Background: an optimization exercise with open tools, aiming at small area and a short achievable clock period. Do not read the settings as production practice. In this exercise RTL edits were held to simulation tests only and were not proved equivalent to the original.

$ cat design.v
module data_bus #(
  parameter int RAM_WORDS = 64,
  parameter int DEBOUNCE  = 4
) (
  input  logic        clk,
  input  logic        reset,
  input  logic        memwrite,
  input  logic [31:0] addr,
  input  logic [31:0] writedata,
  output logic [31:0] readdata,
  input  logic [4:0]  SW,
  output logic [6:0]  gled,
  output logic [6:0]  gled2,
  output logic [6:0]  gled3,
  output logic [6:0]  gled4
);
  localparam int AW = $clog2(RAM_WORDS);
  localparam int CW = (DEBOUNCE < 2) ? 1 : $clog2(DEBOUNCE);
  logic [31:0]   r_ram [RAM_WORDS];
  logic [15:0]   r_disp;
  logic [4:0]    r_sw_s1;
  logic [4:0]    r_sw_s2;
  logic [4:0]    r_sw_cand;
  logic [CW-1:0] r_db_cnt;
  logic [4:0]    r_swreg;
  logic [31:0]   r_timer;
  logic [31:0]   r_cmp;
  logic          r_match;
  logic                 w_page0;
  logic                 w_ram_blk;    
  logic                 w_per_blk;    
  logic [RAM_WORDS-1:0] w_sel_ram;    
  logic [7:0]           w_sel_per;    
  assign w_page0   = (addr[31:16] == 16'h0000);
  assign w_ram_blk = (addr[31:AW+2] == '0);
  assign w_per_blk = w_page0 && (addr[15:5] == 11'h7F8);
  always_comb begin
    for (int i = 0; i < RAM_WORDS; i++) w_sel_ram[i] = (addr[AW+1:2] == AW'(i));
    for (int i = 0; i < 8; i++)         w_sel_per[i] = (addr[4:2] == 3'(i));
  end
  function automatic logic [6:0] seg7(input logic [3:0] h);
    case (h)
      4'h0: seg7 = 7'b1000000;
      4'h1: seg7 = 7'b1111001;
      4'h2: seg7 = 7'b0100100;
      4'h3: seg7 = 7'b0110000;
      4'h4: seg7 = 7'b0011001;
      4'h5: seg7 = 7'b0010010;
      4'h6: seg7 = 7'b0000010;
      4'h7: seg7 = 7'b1111000;
      4'h8: seg7 = 7'b0000000;
      4'h9: seg7 = 7'b0010000;
      4'hA: seg7 = 7'b0001000;
      4'hB: seg7 = 7'b0000011;
      4'hC: seg7 = 7'b1000110;
      4'hD: seg7 = 7'b0100001;
      4'hE: seg7 = 7'b0000110;
      default: seg7 = 7'b0001110;
    endcase
  endfunction
  logic [15:0] w_disp_shown;
  assign w_disp_shown = reset ? r_disp : 16'h0000;
  assign gled  = seg7(w_disp_shown[3:0]);
  assign gled2 = seg7(w_disp_shown[7:4]);
  assign gled3 = seg7(w_disp_shown[11:8]);
  assign gled4 = seg7(w_disp_shown[15:12]);
  logic [4:0]  w_ps;
  logic [31:0] w_rd_ram;
  logic [31:0] w_rd_per;
  assign w_ps = {5{w_per_blk}} & w_sel_per[4:0];
  always_comb begin
    w_rd_ram = 32'h0;
    for (int i = 0; i < RAM_WORDS; i++) w_rd_ram = w_rd_ram | (r_ram[i] & {32{w_sel_ram[i]}});
    w_rd_per = ({16'h0, r_disp}   & {32{w_ps[0]}})
             | ({27'h0, r_swreg}  & {32{w_ps[1]}})
             | (r_timer           & {32{w_ps[2]}})
             | (r_cmp             & {32{w_ps[3]}})
             | ({31'h0, r_match}  & {32{w_ps[4]}});
    readdata = (w_rd_ram & {32{w_ram_blk}}) | w_rd_per;
  end
  for (genvar i = 0; i < RAM_WORDS; i++) begin : g_ram
    always_ff @(posedge clk) begin
      if (memwrite && w_ram_blk && w_sel_ram[i]) r_ram[i] <= writedata;
    end
  end
  always_ff @(posedge clk) begin
    if (!reset) begin
      r_disp <= 16'h0000;
      r_cmp  <= 32'hFFFF_FFFF;
    end else if (memwrite) begin
      if (w_ps[0]) r_disp <= writedata[15:0];
      if (w_ps[3]) r_cmp  <= writedata;
    end
  end
  always_ff @(posedge clk) begin
    if (!reset) begin
      r_timer <= 32'h0;
      r_match <= 1'b0;
    end else begin
      if (memwrite && w_ps[2]) r_timer <= writedata;
      else                     r_timer <= r_timer + 32'd1;
      if (r_timer == r_cmp)                       r_match <= 1'b1;
      else if (memwrite && w_ps[4] && writedata[0]) r_match <= 1'b0;
    end
  end
  always_ff @(posedge clk) begin
    if (!reset) begin
      r_sw_s1   <= 5'h0;
      r_sw_s2   <= 5'h0;
      r_sw_cand <= 5'h0;
      r_db_cnt  <= '0;
      r_swreg   <= 5'h0;
    end else begin
      r_sw_s1 <= SW;
      r_sw_s2 <= r_sw_s1;
      if (r_sw_s2 == r_swreg) begin
        r_sw_cand <= r_sw_s2;
        r_db_cnt  <= '0;
      end else if (r_sw_s2 != r_sw_cand) begin
        r_sw_cand <= r_sw_s2;
        r_db_cnt  <= CW'(1);
      end else if (r_db_cnt == CW'(DEBOUNCE - 1)) begin
        r_swreg  <= r_sw_s2;
        r_db_cnt <= '0;
      end else begin
        r_db_cnt <= r_db_cnt + 1'b1;
      end
    end
  end
endmodule
$ cat flow/run.sh
#!/bin/bash
# Own flow: the standard layout (standard.sh) with these changes:
#  - synthesis reads flow/impl.v, the RTL with its address decode and load path written as
#    explicit standard cells (made by gen/make_impl.py; same registers, same function);
#  - the rest of the logic is mapped with an area-oriented ABC script (flow/abc_area.script);
#    registers, their names and cell types are as in the standard synthesis;
#  - ports are buffered with buf_4 rather than a delay cell;
#  - the RAM array (flip-flops and the load path's first two levels) is pre-placed in a
#    regular word-per-row arrangement before global placement (flow/place_array.tcl);
#  - clock tree synthesis uses larger sink clusters of clkbuf_16 without dummy loads.
# Each tool's output is kept in a log file in this folder.
set -euo pipefail
WORK=$(pwd)
export MY_WORK=$WORK
export MY_ABC_SCRIPT=$WORK/flow/abc_area.script
export CTS_ARGS="-sink_clustering_enable -repair_clock_nets -sink_clustering_size 25 -sink_clustering_max_diameter 100 -buf_list sky130_fd_sc_hd__clkbuf_16 -dont_use_dummy_load"
export PRE_GLOBAL_PLACE_SKIP_IO_TCL=$WORK/flow/place_array.tcl
export POST_GLOBAL_PLACE_TCL=$WORK/flow/unfix_array.tcl
export BUFFER_PORTS_ARGS="-buffer_cell sky130_fd_sc_hd__buf_4"
sed -e "s#SYNTH_SCRIPT=[^ ]*#SYNTH_SCRIPT=$WORK/flow/my_synth.tcl VERILOG_FILES=$WORK/flow/impl.v#" standard.sh > my_standard.sh
grep -q "my_synth.tcl" my_standard.sh
bash my_standard.sh > flow_make.log 2>&1
for f in orfs/logs/*/data_bus/base/*.log; do cp "$f" "log_$(basename "$f")"; done
test -f out/final.def
$ cat flow/abc_area.script
strash
ifraig
scorr
dc2
dch -f
map -a
topo
stime -c
$ cat flow/impl.v
// rtl/data_bus.sv - core data bus: word RAM, hex display, debounced switches, timer/compare
module data_bus #(
  parameter int RAM_WORDS = 64,
  parameter int DEBOUNCE  = 4
) (
  input  logic        clk,
  input  logic        reset,
  input  logic        memwrite,
  input  logic [31:0] addr,
  input  logic [31:0] writedata,
  output logic [31:0] readdata,
  input  logic [4:0]  SW,
  output logic [6:0]  gled,
  output logic [6:0]  gled2,
  output logic [6:0]  gled3,
  output logic [6:0]  gled4
);

  localparam int AW = $clog2(RAM_WORDS);
  // Count only has to reach DEBOUNCE-1; the load happens on that cycle.
  localparam int CW = (DEBOUNCE < 2) ? 1 : $clog2(DEBOUNCE);

  logic [31:0]   r_ram [RAM_WORDS];
  logic [15:0]   r_disp;
  logic [4:0]    r_sw_s1;
  logic [4:0]    r_sw_s2;
  logic [4:0]    r_sw_cand;
  logic [CW-1:0] r_db_cnt;
  logic [4:0]    r_swreg;
  logic [31:0]   r_timer;
  logic [31:0]   r_cmp;
  logic          r_match;

  // Address decode. RAM word selects use only the word-index bits addr[7:2]; the block checks
  // (page 0 and the rest of the address) are applied separately, at the end of the load path.
  logic                 w_page0;
  logic                 w_ram_blk;   // addr[31:8] == 0: RAM window
  logic                 w_per_blk;   // addr[31:5] == 0xFF00 >> 5: peripheral window
  logic [RAM_WORDS-1:0] w_sel_ram;   // one-hot on addr[7:2]
  logic [7:0]           w_sel_per;   // one-hot on addr[4:2]

  assign w_page0   = (addr[31:16] == 16'h0000);
  assign w_per_blk = w_page0 && (addr[15:5] == 11'h7F8);
  always_comb begin
    for (int i = 0; i < 8; i++) w_sel_per[i] = (addr[4:2] == 3'(i));
  end

  // RAM window (addr[31:8] all zero), applied late in the load path, and word lines: 3-bit
  // predecodes of addr[4:2] and addr[7:5], and a NOR2 per word.
  wire [5:0] c_z;
  wire       c_y0_n, c_y1_n;
  for (genvar m = 0; m < 6; m++) begin : g_blk
    sky130_fd_sc_hd__nor4_1 u_z (.A(addr[8+4*m]), .B(addr[9+4*m]), .C(addr[10+4*m]), .D(addr[11+4*m]), .Y(c_z[m]));
  end
  sky130_fd_sc_hd__nand3_1 u_y0 (.A(c_z[0]), .B(c_z[1]), .C(c_z[2]), .Y(c_y0_n));
  sky130_fd_sc_hd__nand3_1 u_y1 (.A(c_z[3]), .B(c_z[4]), .C(c_z[5]), .Y(c_y1_n));
  sky130_fd_sc_hd__nor2_1  u_rb (.A(c_y0_n), .B(c_y1_n), .Y(w_ram_blk));

  wire [7:2] c_an;
  wire [7:0] c_pa_n;
  wire [7:0] c_pb_n;
  for (genvar k = 2; k < 8; k++) begin : g_ainv
    sky130_fd_sc_hd__inv_4 u_inv (.A(addr[k]), .Y(c_an[k]));
  end
  for (genvar j = 0; j < 8; j++) begin : g_pre
    sky130_fd_sc_hd__nand3_4 u_pa (.A((j % 2) ? addr[2] : c_an[2]), .B(((j / 2) % 2) ? addr[3] : c_an[3]),
                           .C((j / 4) ? addr[4] : c_an[4]), .Y(c_pa_n[j]));
    sky130_fd_sc_hd__nand3_4 u_pb (.A((j % 2) ? addr[5] : c_an[5]), .B(((j / 2) % 2) ? addr[6] : c_an[6]),
                           .C((j / 4) ? addr[7] : c_an[7]), .Y(c_pb_n[j]));
  end
  wire [RAM_WORDS-1:0] c_wl;
  for (genvar i = 0; i < RAM_WORDS; i++) begin : g_wl
    sky130_fd_sc_hd__nor2_4 u_wl (.A(c_pa_n[i % 8]), .B(c_pb_n[i / 8]), .Y(c_wl[i]));
  end
  assign w_sel_ram = c_wl;

  // RAM write enables: their own predecode (off the load path's word lines), with the store
  // and the RAM window check folded into the addr[7:5] predecode.
  wire       c_wr;
  wire [7:0] c_wpa_n;
  wire [7:0] c_wpb_n;
  wire [RAM_WORDS-1:0] c_we;
  sky130_fd_sc_hd__and2_1 u_wr (.A(memwrite), .B(w_ram_blk), .X(c_wr));
  for (genvar j = 0; j < 8; j++) begin : g_wpre
    sky130_fd_sc_hd__nand3_1 u_pa (.A((j % 2) ? addr[2] : c_an[2]), .B(((j / 2) % 2) ? addr[3] : c_an[3]),
                           .C((j / 4) ? addr[4] : c_an[4]), .Y(c_wpa_n[j]));
    sky130_fd_sc_hd__nand4_1 u_pb (.A((j % 2) ? addr[5] : c_an[5]), .B(((j / 2) % 2) ? addr[6] : c_an[6]),
                           .C((j / 4) ? addr[7] : c_an[7]), .D(c_wr), .Y(c_wpb_n[j]));
  end
  for (genvar i = 0; i < RAM_WORDS; i++) begin : g_we
    sky130_fd_sc_hd__nor2_1 u_we (.A(c_wpa_n[i % 8]), .B(c_wpb_n[i / 8]), .Y(c_we[i]));
  end

  // Active-low segments, bit0=a .. bit6=g.
  function automatic logic [6:0] seg7(input logic [3:0] h);
    case (h)
      4'h0: seg7 = 7'b1000000;
      4'h1: seg7 = 7'b1111001;
      4'h2: seg7 = 7'b0100100;
      4'h3: seg7 = 7'b0110000;
      4'h4: seg7 = 7'b0011001;
      4'h5: seg7 = 7'b0010010;
      4'h6: seg7 = 7'b0000010;
      4'h7: seg7 = 7'b1111000;
      4'h8: seg7 = 7'b0000000;
      4'h9: seg7 = 7'b0010000;
      4'hA: seg7 = 7'b0001000;
      4'hB: seg7 = 7'b0000011;
      4'hC: seg7 = 7'b1000110;
      4'hD: seg7 = 7'b0100001;
      4'hE: seg7 = 7'b0000110;
      default: seg7 = 7'b0001110;
    endcase
  endfunction

  // Blank to zeros while reset is held, even before the first reset edge.
  logic [15:0] w_disp_shown;
  assign w_disp_shown = reset ? r_disp : 16'h0000;
  assign gled  = seg7(w_disp_shown[3:0]);
  assign gled2 = seg7(w_disp_shown[7:4]);
  assign gled3 = seg7(w_disp_shown[11:8]);
  assign gled4 = seg7(w_disp_shown[15:12]);

  // Combinational load: AND-OR over one-hot selects; anything unmapped reads as zero.
  logic [4:0]  w_ps;
  assign w_ps = {5{w_per_blk}} & w_sel_per[4:0];
  // Load path per bit: AOI222 over three word lines at a time, NAND4/NAND3, OAI21 with the
  // RAM window, and a final NAND4 with the register terms.
  for (genvar b = 0; b < 32; b++) begin : g_rd
    wire [21:0] l1;
    wire [5:0]  l2;
    wire        h0_n, h1_n, h2_n, p_n;
    for (genvar g = 0; g < 21; g++) begin : g_l1
      sky130_fd_sc_hd__a222oi_1 u (.A1(c_wl[3*g]),   .A2(r_ram[3*g][b]),
                                  .B1(c_wl[3*g+1]), .B2(r_ram[3*g+1][b]),
                                  .C1(c_wl[3*g+2]), .C2(r_ram[3*g+2][b]), .Y(l1[g]));
    end
    sky130_fd_sc_hd__nand2_1 u_l1_21 (.A(c_wl[63]), .B(r_ram[63][b]), .Y(l1[21]));
    for (genvar g = 0; g < 4; g++) begin : g_l2
      sky130_fd_sc_hd__nand4_1 u (.A(l1[4*g]), .B(l1[4*g+1]), .C(l1[4*g+2]), .D(l1[4*g+3]), .Y(l2[g]));
    end
    sky130_fd_sc_hd__nand3_1 u_l2_4 (.A(l1[16]), .B(l1[17]), .C(l1[18]), .Y(l2[4]));
    sky130_fd_sc_hd__nand3_1 u_l2_5 (.A(l1[19]), .B(l1[20]), .C(l1[21]), .Y(l2[5]));
    sky130_fd_sc_hd__o21ai_2 u_l3_0 (.A1(l2[0]), .A2(l2[1]), .B1(w_ram_blk), .Y(h0_n));
    sky130_fd_sc_hd__o21ai_2 u_l3_1 (.A1(l2[2]), .A2(l2[3]), .B1(w_ram_blk), .Y(h1_n));
    sky130_fd_sc_hd__o21ai_2 u_l3_2 (.A1(l2[4]), .A2(l2[5]), .B1(w_ram_blk), .Y(h2_n));
    if (b == 0) begin : g_p5
      wire p0_n, p1_n;
      sky130_fd_sc_hd__a222oi_1 u_p0 (.A1(w_ps[0]), .A2(r_disp[b]), .B1(w_ps[1]), .B2(r_swreg[b]),
                                     .C1(w_ps[2]), .C2(r_timer[b]), .Y(p0_n));
      sky130_fd_sc_hd__a22oi_1 u_p1 (.A1(w_ps[3]), .A2(r_cmp[b]), .B1(w_ps[4]), .B2(r_match), .Y(p1_n));
      sky130_fd_sc_hd__and2_1 u_p (.A(p0_n), .B(p1_n), .X(p_n));
    end else if (b < 5) begin : g_p4
      wire p0_n, p1_n;
      sky130_fd_sc_hd__a22oi_1 u_p0 (.A1(w_ps[0]), .A2(r_disp[b]), .B1(w_ps[1]), .B2(r_swreg[b]), .Y(p0_n));
      sky130_fd_sc_hd__a22oi_1 u_p1 (.A1(w_ps[2]), .A2(r_timer[b]), .B1(w_ps[3]), .B2(r_cmp[b]), .Y(p1_n));
      sky130_fd_sc_hd__and2_1 u_p (.A(p0_n), .B(p1_n), .X(p_n));
    end else if (b < 16) begin : g_p3
      sky130_fd_sc_hd__a222oi_1 u_p0 (.A1(w_ps[0]), .A2(r_disp[b]), .B1(w_ps[2]), .B2(r_timer[b]),
                                     .C1(w_ps[3]), .C2(r_cmp[b]), .Y(p_n));
    end else begin : g_p2
      sky130_fd_sc_hd__a22oi_1 u_p0 (.A1(w_ps[2]), .A2(r_timer[b]), .B1(w_ps[3]), .B2(r_cmp[b]), .Y(p_n));
    end
    sky130_fd_sc_hd__nand4_4 u_o (.A(h0_n), .B(h1_n), .C(h2_n), .D(p_n), .Y(readdata[b]));
  end

  // RAM store; contents survive reset and stores still land while reset is held.
  for (genvar i = 0; i < RAM_WORDS; i++) begin : g_ram
    always_ff @(posedge clk) begin
      if (c_we[i]) r_ram[i] <= writedata;
    end
  end

  // Display and compare registers written from the bus.
  always_ff @(posedge clk) begin
    if (!reset) begin
      r_disp <= 16'h0000;
      r_cmp  <= 32'hFFFF_FFFF;
    end else if (memwrite) begin
      if (w_ps[0]) r_disp <= writedata[15:0];
      if (w_ps[3]) r_cmp  <= writedata;
    end
  end

  // Free-running timer with bus load, and sticky MATCH where a set beats a clear.
  always_ff @(posedge clk) begin
    if (!reset) begin
      r_timer <= 32'h0;
      r_match <= 1'b0;
    end else begin
      if (memwrite && w_ps[2]) r_timer <= writedata;
      else                     r_timer <= r_timer + 32'd1;
      if (r_timer == r_cmp)                       r_match <= 1'b1;
      else if (memwrite && w_ps[4] && writedata[0]) r_match <= 1'b0;
    end
  end

  // Switch synchronizer and debouncer: candidate must hold DEBOUNCE cycles to replace SWREG.
  always_ff @(posedge clk) begin
    if (!reset) begin
      r_sw_s1   <= 5'h0;
      r_sw_s2   <= 5'h0;
      r_sw_cand <= 5'h0;
      r_db_cnt  <= '0;
      r_swreg   <= 5'h0;
    end else begin
      r_sw_s1 <= SW;
      r_sw_s2 <= r_sw_s1;
      if (r_sw_s2 == r_swreg) begin
        r_sw_cand <= r_sw_s2;
        r_db_cnt  <= '0;
      end else if (r_sw_s2 != r_sw_cand) begin
        r_sw_cand <= r_sw_s2;
        r_db_cnt  <= CW'(1);
      end else if (r_db_cnt == CW'(DEBOUNCE - 1)) begin
        r_swreg  <= r_sw_s2;
        r_db_cnt <= '0;
      end else begin
        r_db_cnt <= r_db_cnt + 1'b1;
      end
    end
  end

endmodule
$ cat flow/my_synth.tcl
# Standard synthesis (synth_recipe.tcl, unchanged) with one difference: the combinational
# mapping step uses an area-oriented ABC script (flow/abc_area.script). Registers, their
# names and cell types are exactly as in the standard synthesis.
proc abc {args} {
  set i [lsearch -exact $args -script]
  if {$i >= 0} { lset args [expr {$i+1}] $::env(MY_ABC_SCRIPT) }
  puts "own flow: abc $args"
  yosys abc {*}$args
}
source $::env(MY_WORK)/synth_recipe.tcl
$ cat flow/place_array.tcl
# Pre-places the RAM array before global placement: one placement row per RAM word with its
# 32 flip-flops in bit order. The gaps the tap cells leave between flip-flop pairs hold the
# load path's first two levels: for words 3g..3g+2 (L1 group g), the AOI222 of bits 2p, 2p+1
# sit after flip-flop pair p in rows 3g and 3g+1, and the NANDs of the second level sit in the
# third row of their groups. Cells are put on legal sites (no overlap with tap cells) and are
# FIRM during global placement; unfix_array.tcl releases them afterwards.
set block [ord::get_db_block]
set rows [lsort -command {apply {{a b} {expr {[lindex [$a getOrigin] 1] - [lindex [$b getOrigin] 1]}}}} [$block getRows]]
set site_w [[[lindex $rows 0] getSite] getWidth]

array set occ {}
foreach inst [$block getInsts] {
  if {[$inst getPlacementStatus] in {NONE UNPLACED}} continue
  set l [$inst getLocation]
  lappend occ([lindex $l 1]) [list [lindex $l 0] [expr {[lindex $l 0] + [[$inst getMaster] getWidth]}]]
}

proc free_x {y x w} {
  global occ
  if {![info exists occ($y)]} { return $x }
  set moved 1
  while {$moved} {
    set moved 0
    foreach iv $occ($y) {
      lassign $iv a b
      if {$x < $b && $x + $w > $a} { set x $b; set moved 1 }
    }
  }
  return $x
}

# place inst in row at the first legal x at or after x; returns the x after it
proc put {inst row x} {
  global occ site_w
  set o [$row getOrigin]
  set y [lindex $o 1]
  set x0 [lindex $o 0]
  set x [expr {$x0 + (($x - $x0 + $site_w - 1) / $site_w) * $site_w}]
  set w [[$inst getMaster] getWidth]
  set x [free_x $y $x $w]
  if {$x + $w > $x0 + [$row getSiteCount] * $site_w} { error "array placement: row [$row getName] full" }
  $inst setOrient [$row getOrient]
  $inst setLocation $x $y
  $inst setPlacementStatus FIRM
  lappend occ($y) [list $x [expr {$x + $w}]]
  return [expr {$x + $w}]
}

set flop [dict create]
set l1 [dict create]
set l2 [dict create]
foreach inst [$block getInsts] {
  set nm [string map {\\ ""} [$inst getName]]
  if {[regexp {^r_ram\[(\d+)\]\[(\d+)\]} $nm -> w b]} { dict set flop $w,$b $inst
  } elseif {[regexp {^g_rd\[(\d+)\]\.g_l1\[(\d+)\]\.u$} $nm -> b g]} { dict set l1 $g,$b $inst
  } elseif {[regexp {^g_rd\[(\d+)\]\.u_l1_21$} $nm -> b]} { dict set l1 21,$b $inst
  } elseif {[regexp {^g_rd\[(\d+)\]\.g_l2\[(\d+)\]\.u$} $nm -> b q]} { dict set l2 $q,$b $inst
  } elseif {[regexp {^g_rd\[(\d+)\]\.u_l2_(\d+)$} $nm -> b q]} { dict set l2 $q,$b $inst }
}
puts "place_array: [dict size $flop] flops, [dict size $l1] L1, [dict size $l2] L2 cells"

# L1 group g -> L2 index: groups 0-3, 4-7, 8-11, 12-15, 16-18, 19-21
proc l2_of {g} { if {$g < 16} { return [expr {$g / 4}] } elseif {$g < 19} { return 4 } else { return 5 } }
# the row (word) that holds L2 gate q: the third word of its second L1 group
set l2word {5 17 29 41 50 62}

set row0 [expr {[info exists ::env(ARRAY_ROW0)] ? $::env(ARRAY_ROW0) : 0}]
set xa [[$block getCoreArea] xMin]
for {set i 0} {$i < 64} {incr i} {
  set row [lindex $rows [expr {$row0 + $i}]]
  set g [expr {$i / 3}]
  set cur $xa
  for {set p 0} {$p < 16} {incr p} {
    set cur [put [dict get $flop $i,[expr {2 * $p}]] $row $cur]
    set cur [put [dict get $flop $i,[expr {2 * $p + 1}]] $row $cur]
    # gap cell after flip-flop pair p
    set gap ""
    if {$i % 3 == 0} {
      set gap [dict get $l1 $g,[expr {2 * $p}]]
    } elseif {$i % 3 == 1} {
      set gap [dict get $l1 $g,[expr {2 * $p + 1}]]
    }
    if {$gap ne ""} { set cur [put $gap $row $cur] }
    if {$i == 63} { set cur [put [dict get $l1 $g,[expr {2 * $p + 1}]] $row $cur] }
    set q [lsearch $l2word $i]
    if {$q >= 0} {
      set cur [put [dict get $l2 $q,[expr {2 * $p}]] $row $cur]
      set cur [put [dict get $l2 $q,[expr {2 * $p + 1}]] $row $cur]
    }
  }
}
puts "place_array: done"
$ cat flow/unfix_array.tcl
# Releases the pre-placed RAM array cells after global placement, so that the later steps
# (resizing, detailed placement) may adjust them like any other cell.
set n 0
foreach inst [[ord::get_db_block] getInsts] {
  if {[$inst getPlacementStatus] eq "FIRM"} { $inst setPlacementStatus PLACED; incr n }
}
puts "unfix_array: released $n cells"
$ cat standard.sh
#!/bin/bash
# synth_recipe.tcl (not shown) runs the flow's synth.tcl, then flattens the netlist and writes it again
# the make line also repeats each setting of config.mk as NAME=value (left out here)
make -C /OpenROAD-flow-scripts/flow DESIGN_CONFIG=/design/flow/config.mk WORK_HOME=/design/flow/orfs CLKGATE_MAP_FILE= SYNTH_SCRIPT=/design/flow/synth_recipe.tcl "${@:-finish}"
$ cat config.mk
export PLATFORM = sky130hd
export DESIGN_NAME = data_bus
export DESIGN_NICKNAME = data_bus
export VERILOG_FILES = /design/flow/design.v
export SDC_FILE = /design/flow/constraint.sdc
export NUM_CORES = 4
export LEC_CHECK = 0
export CAP_MARGIN = 5
export CORE_AREA = 2.3 2.72 457.24 296.48
export DIE_AREA = 0 0 460 300
export SETUP_SLACK_MARGIN = 2.5
export SLEW_MARGIN = 5
$ cat constraint.sdc
create_clock -name core_clock -period 7.0 [get_ports {clk}]
set_input_delay 1.4000 -clock core_clock [delete_from_list [all_inputs] [get_ports {clk}]]
set_output_delay 1.4000 -clock core_clock [all_outputs]
set_load 0.01 [all_outputs]
==> results of run 1 <==
==> kinds of logic after synthesis <==
group	synth area share, %
DFF	81.2
AOI/OAI and AO/OA	11.5
and+or+nand+nor	5.85
buffers and inverters	0.580
xor gates and xnor gates	0.481
adders and majority gates	0.416
==> cells in the mapped netlist, types with 7 or more instances <==
cell and n:
a21oi_1 71, a222oi_1 684, a22oi_1 31, a32oi_1 7
clkinv_1 111, dfxtp_1 103, edfxtp_1 2048, ha_1 26
nand2_1 158, nand3_1 112, nand3_4 16, nand4_1 149
nand4_4 32, nor2_1 137, nor2_4 64, nor3_1 14
nor4_1 26, o21ai_0 76, o21ai_2 96, o22ai_1 10
o32ai_1 8, xnor2_1 20, xor2_1 23
==> results.py, run 1 <==
metrics = {
    "logic_synthesis": {
        "synth-async-reset-ratio_pct": 0,
        "ys_seq_area_share_pct": 81.2,
        "yosysTopAreaCellShare_pct": 78.6,
        "synth.distinct_cells": 36,
        "avgSynthCellArea_um2": 19.3,
        "netlist_area_mm2": 0.0783,
        "syn_nets": 4152,
        "yosys_warnings": 2,
        "netlist_instances": 4054,
        "yosysTopAreaCell": "edfxtp_1",
        "synth_area_leaders": "edfxtp_1 (79%), a222oi_1 (8.7%), dfxtp_1 (2.6%)",
        "synth_edf_count": 2048,
        "ys_ff_latch": 2151,
        "synthFlopType": "edfxtp_1",
    },
    "floorplan": {
        "start_util_pct": 58.6,
        "die_w_um": 460,
        "die_h_um": 300,
        "rows": 108,
    },
    "status": {
        "stop_stage": "global placement without I/O (3_1_place_gp_skip_io)",
        "stop_error": "Error: global_place_skip_io.tcl, 4 can't read \"site_w\": no such variable",
        "status": "aborted with a tool error",
    },
}
==> run 2: changes to the inputs <==
--- a/flow/impl.v
+++ b/flow/impl.v
@@ -124,26 +124,21 @@
   // Combinational load: AND-OR over one-hot selects; anything unmapped reads as zero.
   logic [4:0]  w_ps;
   assign w_ps = {5{w_per_blk}} & w_sel_per[4:0];
-  // Load path per bit: AOI222 over three word lines at a time, NAND4/NAND3, OAI21 with the
-  // RAM window, and a final NAND4 with the register terms.
+  // Load path per bit: AOI22 over two word lines, NAND4, OAI31/OAI21 with the RAM
+  // window, and a final NAND4 with the register terms.
   for (genvar b = 0; b < 32; b++) begin : g_rd
-    wire [21:0] l1;
-    wire [5:0]  l2;
-    wire        h0_n, h1_n, h2_n, p_n;
-    for (genvar g = 0; g < 21; g++) begin : g_l1
-      sky130_fd_sc_hd__a222oi_1 u (.A1(c_wl[3*g]),   .A2(r_ram[3*g][b]),
-                                  .B1(c_wl[3*g+1]), .B2(r_ram[3*g+1][b]),
-                                  .C1(c_wl[3*g+2]), .C2(r_ram[3*g+2][b]), .Y(l1[g]));
-    end
-    sky130_fd_sc_hd__nand2_1 u_l1_21 (.A(c_wl[63]), .B(r_ram[63][b]), .Y(l1[21]));
-    for (genvar g = 0; g < 4; g++) begin : g_l2
+    wire [31:0] l1;
+    wire [7:0]  l2;
+    for (genvar g = 0; g < 32; g++) begin : g_l1
+      sky130_fd_sc_hd__a22oi_1 u (.A1(c_wl[2*g]), .A2(r_ram[2*g][b]), .B1(c_wl[2*g+1]), .B2(r_ram[2*g+1][b]), .Y(l1[g]));
+    end
+    for (genvar g = 0; g < 8; g++) begin : g_l2
       sky130_fd_sc_hd__nand4_1 u (.A(l1[4*g]), .B(l1[4*g+1]), .C(l1[4*g+2]), .D(l1[4*g+3]), .Y(l2[g]));
     end
-    sky130_fd_sc_hd__nand3_1 u_l2_4 (.A(l1[16]), .B(l1[17]), .C(l1[18]), .Y(l2[4]));
-    sky130_fd_sc_hd__nand3_1 u_l2_5 (.A(l1[19]), .B(l1[20]), .C(l1[21]), .Y(l2[5]));
-    sky130_fd_sc_hd__o21ai_2 u_l3_0 (.A1(l2[0]), .A2(l2[1]), .B1(w_ram_blk), .Y(h0_n));
-    sky130_fd_sc_hd__o21ai_2 u_l3_1 (.A1(l2[2]), .A2(l2[3]), .B1(w_ram_blk), .Y(h1_n));
-    sky130_fd_sc_hd__o21ai_2 u_l3_2 (.A1(l2[4]), .A2(l2[5]), .B1(w_ram_blk), .Y(h2_n));
+    wire h0_n, h1_n, h2_n, p_n;
+    sky130_fd_sc_hd__o31ai_2 u_l3_0 (.A1(l2[0]), .A2(l2[1]), .A3(l2[2]), .B1(w_ram_blk), .Y(h0_n));
+    sky130_fd_sc_hd__o31ai_2 u_l3_1 (.A1(l2[3]), .A2(l2[4]), .A3(l2[5]), .B1(w_ram_blk), .Y(h1_n));
+    sky130_fd_sc_hd__o21ai_2 u_l3_2 (.A1(l2[6]), .A2(l2[7]), .B1(w_ram_blk), .Y(h2_n));
     if (b == 0) begin : g_p5
       wire p0_n, p1_n;
       sky130_fd_sc_hd__a222oi_1 u_p0 (.A1(w_ps[0]), .A2(r_disp[b]), .B1(w_ps[1]), .B2(r_swreg[b]),
==> flow/place_array.tcl (replaced) <==
# Pre-places the RAM array before global placement: one placement row per RAM word with its
# 32 flip-flops in bit order. The gaps the tap cells leave after each flip-flop pair hold the
# load path's first two levels: the AOI22 of words 2k, 2k+1 for the pair's even bit (row 2k)
# or odd bit (row 2k+1), and, in the two middle rows of each eight-word block, the block's
# NAND4 for the same bit. Cells are put on legal sites (no overlap with tap cells) and are
# FIRM during global placement; unfix_array.tcl releases them afterwards.
set block [ord::get_db_block]
set rows [lsort -command {apply {{a b} {expr {[lindex [$a getOrigin] 1] - [lindex [$b getOrigin] 1]}}}} [$block getRows]]
set ::site_w [[[lindex $rows 0] getSite] getWidth]

array unset ::occ
array set ::occ {}
foreach inst [$block getInsts] {
  if {[$inst getPlacementStatus] in {NONE UNPLACED}} continue
  set l [$inst getLocation]
  lappend ::occ([lindex $l 1]) [list [lindex $l 0] [expr {[lindex $l 0] + [[$inst getMaster] getWidth]}]]
}

proc free_x {y x w} {
  global occ
  if {![info exists occ($y)]} { return $x }
  set moved 1
  while {$moved} {
    set moved 0
    foreach iv $occ($y) {
      lassign $iv a b
      if {$x < $b && $x + $w > $a} { set x $b; set moved 1 }
    }
  }
  return $x
}

# place inst in row at the first legal x at or after x; returns the x after it
proc put {inst row x} {
  global occ site_w
  set o [$row getOrigin]
  set y [lindex $o 1]
  set x0 [lindex $o 0]
  set x [expr {$x0 + (($x - $x0 + $site_w - 1) / $site_w) * $site_w}]
  set w [[$inst getMaster] getWidth]
  set x [free_x $y $x $w]
  if {$x + $w > $x0 + [$row getSiteCount] * $site_w} { error "array placement: row [$row getName] full" }
  $inst setOrient [$row getOrient]
  $inst setLocation $x $y
  $inst setPlacementStatus FIRM
  lappend occ($y) [list $x [expr {$x + $w}]]
  return [expr {$x + $w}]
}

set flop [dict create]
set l1 [dict create]
set l2 [dict create]
foreach inst [$block getInsts] {
  set nm [string map {\\ ""} [$inst getName]]
  if {[regexp {^r_ram\[(\d+)\]\[(\d+)\]} $nm -> w b]} { dict set flop $w,$b $inst
  } elseif {[regexp {^g_rd\[(\d+)\]\.g_l1\[(\d+)\]\.u$} $nm -> b g]} { dict set l1 $g,$b $inst
  } elseif {[regexp {^g_rd\[(\d+)\]\.g_l2\[(\d+)\]\.u$} $nm -> b q]} { dict set l2 $q,$b $inst
  }
}
puts "place_array: [dict size $flop] flops, [dict size $l1] L1, [dict size $l2] L2 cells"

# row 0 (like the top row) has a tap every 30 sites; the rows above it every 60
set row0 [expr {[info exists ::env(ARRAY_ROW0)] ? $::env(ARRAY_ROW0) : 1}]
set xa [[$block getCoreArea] xMin]
for {set i 0} {$i < 64} {incr i} {
  set row [lindex $rows [expr {$row0 + $i}]]
  set cur $xa
  for {set p 0} {$p < 16} {incr p} {
    set cur [put [dict get $flop $i,[expr {2 * $p}]] $row $cur]
    set cur [put [dict get $flop $i,[expr {2 * $p + 1}]] $row $cur]
    # after flip-flop pair p: the AOI22 of words i, i^1 for bit 2p (even row) or 2p+1 (odd row)
    set bit [expr {2 * $p + ($i % 2)}]
    set cur [put [dict get $l1 [expr {$i / 2}],$bit] $row $cur]
    # and in the middle rows of each eight-word block, that block's NAND4 for the same bit
    if {$i % 8 == 3 || $i % 8 == 4} {
      set cur [put [dict get $l2 [expr {$i / 8}],[expr {2 * $p + ($i % 8 == 4)}]] $row $cur]
    }
  }
}
puts "place_array: done"
==> run 2 against run 1 <==
Effect of this change: the run again fails in global placement without I/O (3_1_place_gp_skip_io); area after synthesis rose by 2.0%; synthesized cell count increased by 9.5%.
==> results.py, run 2 <==
metrics = {
    "status": {
        "status": "aborted with a tool error",
        "stop_stage": "global placement without I/O (3_1_place_gp_skip_io)",
        "stop_error": "[ERROR GPL-0305] RePlAce diverged during gradient descent calculation, resulting in an invalid step length (Inf or NaN). This is often caused by numerical instability ...",
    },
    "logic_synthesis": {
        "ys_top_cells_by_count": "edfxtp_1 (2048), a22oi_1 (1055), nand4_1 (277)",
        "synth_area_leaders": "edfxtp_1 (77%), a22oi_1 (9.9%), dfxtp_1 (2.6%)",
        "ys_seq_area_share_pct": 79.6,
        "synthAdderAreaFrac_pct": 0.408,
        "yosysTopAreaCell": "edfxtp_1",
        "yosys_warnings": 2,
        "netlist_instances": 4438,
        "synth-xor-area-share_pct": 0.472,
        "syn_nets": 4536,
        "synth_compound_area_share_pct": 12.7,
        "synth_simple_gate_area_share_pct": 6.19,
        "synth_edf_count": 2048,
        "synth_most_common_cell": "edfxtp_1",
        "synth.distinct_cells": 37,
        "synth_top_family_by_area": "compound AO/OA/AOI/OAI gates",
        "yosysTopAreaCellShare_pct": 77.0,
        "synthFlopType": "edfxtp_1",
        "netlist_area_mm2": 0.0798,
        "ys_ff_latch": 2151,
        "avgSynthCellArea_um2": 18.0,
        "synthMuxAreaShare_pct": 0,
        "synth-async-reset-ratio_pct": 0,
    },
    "floorplan": {
        "rows": 108,
        "die_h_um": 300,
        "start_util_pct": 59.7,
        "die_w_um": 460,
    },
}
-- run 2: cells by family after synthesis --
kind of cell               count (synthesis)
DFF                                     2151
adders and majority gates                 26
buffers and inverters                    117
AOI/OAI and AO/OA                       1351
and+or+nand+nor                          750
xor gates and xnor gates                  43
